This is an optimization exercise on Yosys and OpenROAD, whose aim is small area, a short achievable clock period and few clock cycles, not a production implementation.
The RTL was checked by simulation tests, not by an equivalence proof against the original design.

## run 1
Design fft_top, start of the top module:
module fft_top (
  input  logic        clk,
  input  logic        reset,
  input  logic        load,
  input  logic [63:0] load_data,  
  input  logic        start,
  output logic        done,
  input  logic [2:0]  rd_addr,
  output logic [31:0] rd_data     
);
Size: ~3500 cells after synthesis, about 0.035 sq mm of cells after synthesis.
clock: 6.5 ns
lec_check: 0
cap_margin: 20
core_margin: 2
core_utilization: 40
setup_slack_margin: 2.5
slew_margin: 20
synth_hierarchical: 1
synth_minimum_keep_size: 0
run.sh (not shown) runs the stock make flow with config.mk's settings and CLKGATE_MAP_FILE= SYNTH_SCRIPT=/design/flow/synth_recipe.tcl, a recipe that flattens the netlist after the stock synthesis.
Run 1 has completed all stages; timing, DRC and antenna checks passed.
Testbench counts of run 1, summed over its fixed seeds: cycles 5,000.
> inputs changed (run 1 -> run 2)
- putting ABC_AREA at 1 where nothing was set
==> comparison <==
- Run 2 | status: complete | timing, DRC, antenna: pass
- Compared with run 1, in run 2 synthesized area grew by about 20%; total number of vias now larger.
### run 2 -> run 3
- clearing ABC_AREA, which used to be 1
==> flow/flow/run.sh (new file) <==
#!/bin/bash
# The standard layout, with plain buffers (not delay cells) on the ports.
set -euo pipefail
bash standard.sh BUFFER_PORTS_ARGS="-buffer_cell sky130_fd_sc_hd__buf_2" finish > standard.log 2>&1
==> flow/standard.sh (new file) <==
#!/bin/bash
# synth_recipe.tcl (not shown) runs the flow's synth.tcl, then flattens the netlist and writes it again
# the make line also repeats each setting of config.mk as NAME=value (left out here)
make -C /OpenROAD-flow-scripts/flow DESIGN_CONFIG=/design/flow/config.mk WORK_HOME=/design/flow/orfs CLKGATE_MAP_FILE= SYNTH_SCRIPT=/design/flow/synth_recipe.tcl "${@:-finish}"
removed: flow/run.sh
==> run summary <==
Summary of run 3 over run 2: number of cell instances on the worst register-to-register path went down 1, critical path depth went down 8, port buffer count held. Run 3 reports its most frequent standard cell in the layout excluding fill and tap cells as sky130_fd_sc_hd__and2_1 while run 2 reports sky130_fd_sc_hd__nand2_1. Post-route fraction of the period consumed by the critical path (higher): run 3. Run 3 against run 2; fmax is down by a little under 10%.
For run 4, these inputs were changed with respect to run 3:
- CORE_UTILIZATION now 65, was 40
==> flow/run.sh (new file) <==
#!/bin/bash
# synth_recipe.tcl (not shown) runs the flow's synth.tcl, then flattens the netlist and writes it again
# the make line also repeats each setting of config.mk as NAME=value (left out here)
make -C /OpenROAD-flow-scripts/flow DESIGN_CONFIG=/design/flow/config.mk WORK_HOME=/design/flow/orfs CLKGATE_MAP_FILE= SYNTH_SCRIPT=/design/flow/synth_recipe.tcl finish
removed: flow/flow/run.sh
removed: flow/standard.sh
### Flow results
- Both conditions hold for run 4: the flow ran to the end and the final layout passed the timing, DRC and antenna checks.
- Critical path depth: higher on run 3
- Run 4 vs run 3 — number of vias after detailed routing rose 1765.
- The capturing element of the worst setup path comes out f1[30] in one run and f1[31] in the other, namely in run 3 and run 4 respectively.
- Diff run 3..run 4 | synthesized cell count | negligible

========
fft_top, a different RTL version from the one above (not shown whole).
Size in the first run: roughly 100 I/O pins.
clock: 6.5 ns
lec_check: 0
cap_margin: 20
core_margin: 2
core_utilization: 40
setup_slack_margin: 2.2
slew_margin: 20
synth_hierarchical: 1
synth_minimum_keep_size: 0
standard.sh (not shown) runs the stock make flow with config.mk's settings and CLKGATE_MAP_FILE= SYNTH_SCRIPT=/design/flow/synth_recipe.tcl, a recipe that flattens the netlist after the stock synthesis.
==> flow/flow/run.sh <==
#!/bin/bash
# The standard layout, with plain buffers (not delay cells) on the ports.
set -euo pipefail
bash standard.sh BUFFER_PORTS_ARGS="-buffer_cell sky130_fd_sc_hd__buf_2" finish > standard.log 2>&1
Testbench counts at the start, summed over its fixed seeds: cycles 5,384.
==> next run, changes <==
Settings changed: CORE_UTILIZATION 40 to 55, PLACE_DENSITY set to 0.75, SETUP_SLACK_MARGIN 2.2 to 2.5.
What happened: The changed run finished with timing, DRC and antenna clean. Sequential share of layout area shrinks by 0.43 points. Worst hold slack barely changes. Global-route usage grows by 9.1 points. Die area shrinks by a quarter to a third. Non-clock buffer count grows by 61. Worst setup slack loses 0.047 ns. Clock skew barely changes.
==> next run, changes <==
Settings changed: CORE_UTILIZATION 55 to 40, PLACE_DENSITY 0.75 to unset, SETUP_SLACK_MARGIN 2.5 to 1.5.
The new run completed with no timing, DRC or antenna violations.
Die area grows by 37%.
Final area shrinks by 6.3%.
Sequential share of layout area grows by 1.2 points.
Synthesized cell count stays the same.
==> next run, changes <==
Settings changed: SETUP_SLACK_MARGIN 1.5 to 3.0.
Outcome: Non-clock buffer count climbs by 202. Fmax climbs by 13%. Final area rose by 12%. Global-route usage goes up by 2.3 points. Routed wire length is higher by 13%. Setup slack improves by 0.56 ns. Hold slack gets better by 0.0069 ns.
==> next run, changes <==
Settings changed: SETUP_SLACK_MARGIN 3.0 to 2.0.
=> Critical path depth shrinks by 2; synthesized cell count is unchanged; final area shrinks by 8.4%; setup slack gets worse by 0.12 ns.
==> next run, changes <==
Settings changed: SETUP_SLACK_MARGIN 2.0 to 2.5.
Result: The new run completed without violations. Setup slack improves by 0.050 ns. Area after synthesis does not change. Die area is unchanged. Global-route usage rose by 1.2 points. Fmax rose slightly. Utilization went up by 2.0 points. Count of clock-buffer cells in the layout goes down by 6. Register-to-register slack gets better by 0.05 ns.

[re-timing with driven ports]
In the flow no input, the clock included, has a driving cell. The finished layouts below were timed again as built, in two steps. Step 1 sets driving cells, clkbuf_16 on the clock port and buf_2 on the other inputs (assumed; they add their load-dependent delay and slew). Step 2 times the ports against the registers' clock, not the clock port: input delays grow and output delays shrink by t, the midpoint of the rising clock arrivals with the driver on. Slacks: no drivers / after step 1 / after step 2; pairs: no drivers / after step 1.
| run | shift t [ns] | slack for setup (ns) | worst setup path after step 2 | slew at the worst register clock pin (ns) | worst slew at a driven data input, ns |
|---|---|---|---|---|---|
| run 1 | 0.639 | 2.281 / 2.281 / 1.700 | input to register | 0.06 / 0.06 | 0.32 |
| run 2 | 0.649 | 2.610 / 2.607 / 1.958 | input to register | 0.06 / 0.06 | 0.15 |
| run 3 | 0.623 | 2.267 / 2.267 / 1.678 | input to register | 0.06 / 0.06 | 0.35 |
| run 4 | 0.633 | 2.127 / 2.127 / 1.689 | input to register | 0.06 / 0.06 | 0.29 |
| the first run of note 2 | 0.648 | 2.190 / 2.190 / 1.550 | input to register | 0.06 / 0.06 | 0.27 |
| the second run of note 2 | 0.629 | 2.143 / 2.143 / 1.754 | input to register | 0.07 / 0.07 | 0.22 |
| the third run of note 2 | 0.617 | 1.705 / 1.705 / 1.224 | input to register | 0.06 / 0.06 | 0.12 |
| the fourth run of note 2 | 0.651 | 2.264 / 2.264 / 1.645 | input to register | 0.06 / 0.06 | 0.49 |
| the fifth run of note 2 | 0.621 | 2.147 / 2.139 / 1.518 | input to register | 0.06 / 0.06 | 0.11 |
| the sixth run of note 2 | 0.629 | 2.196 / 2.196 / 1.608 | input to register | 0.07 / 0.07 | 0.39 |
After both steps every run listed still meets setup and hold. For run 2, which loses most, drivers alone change the setup slack by -0.003 ns; drivers and shift together by -0.652 ns.
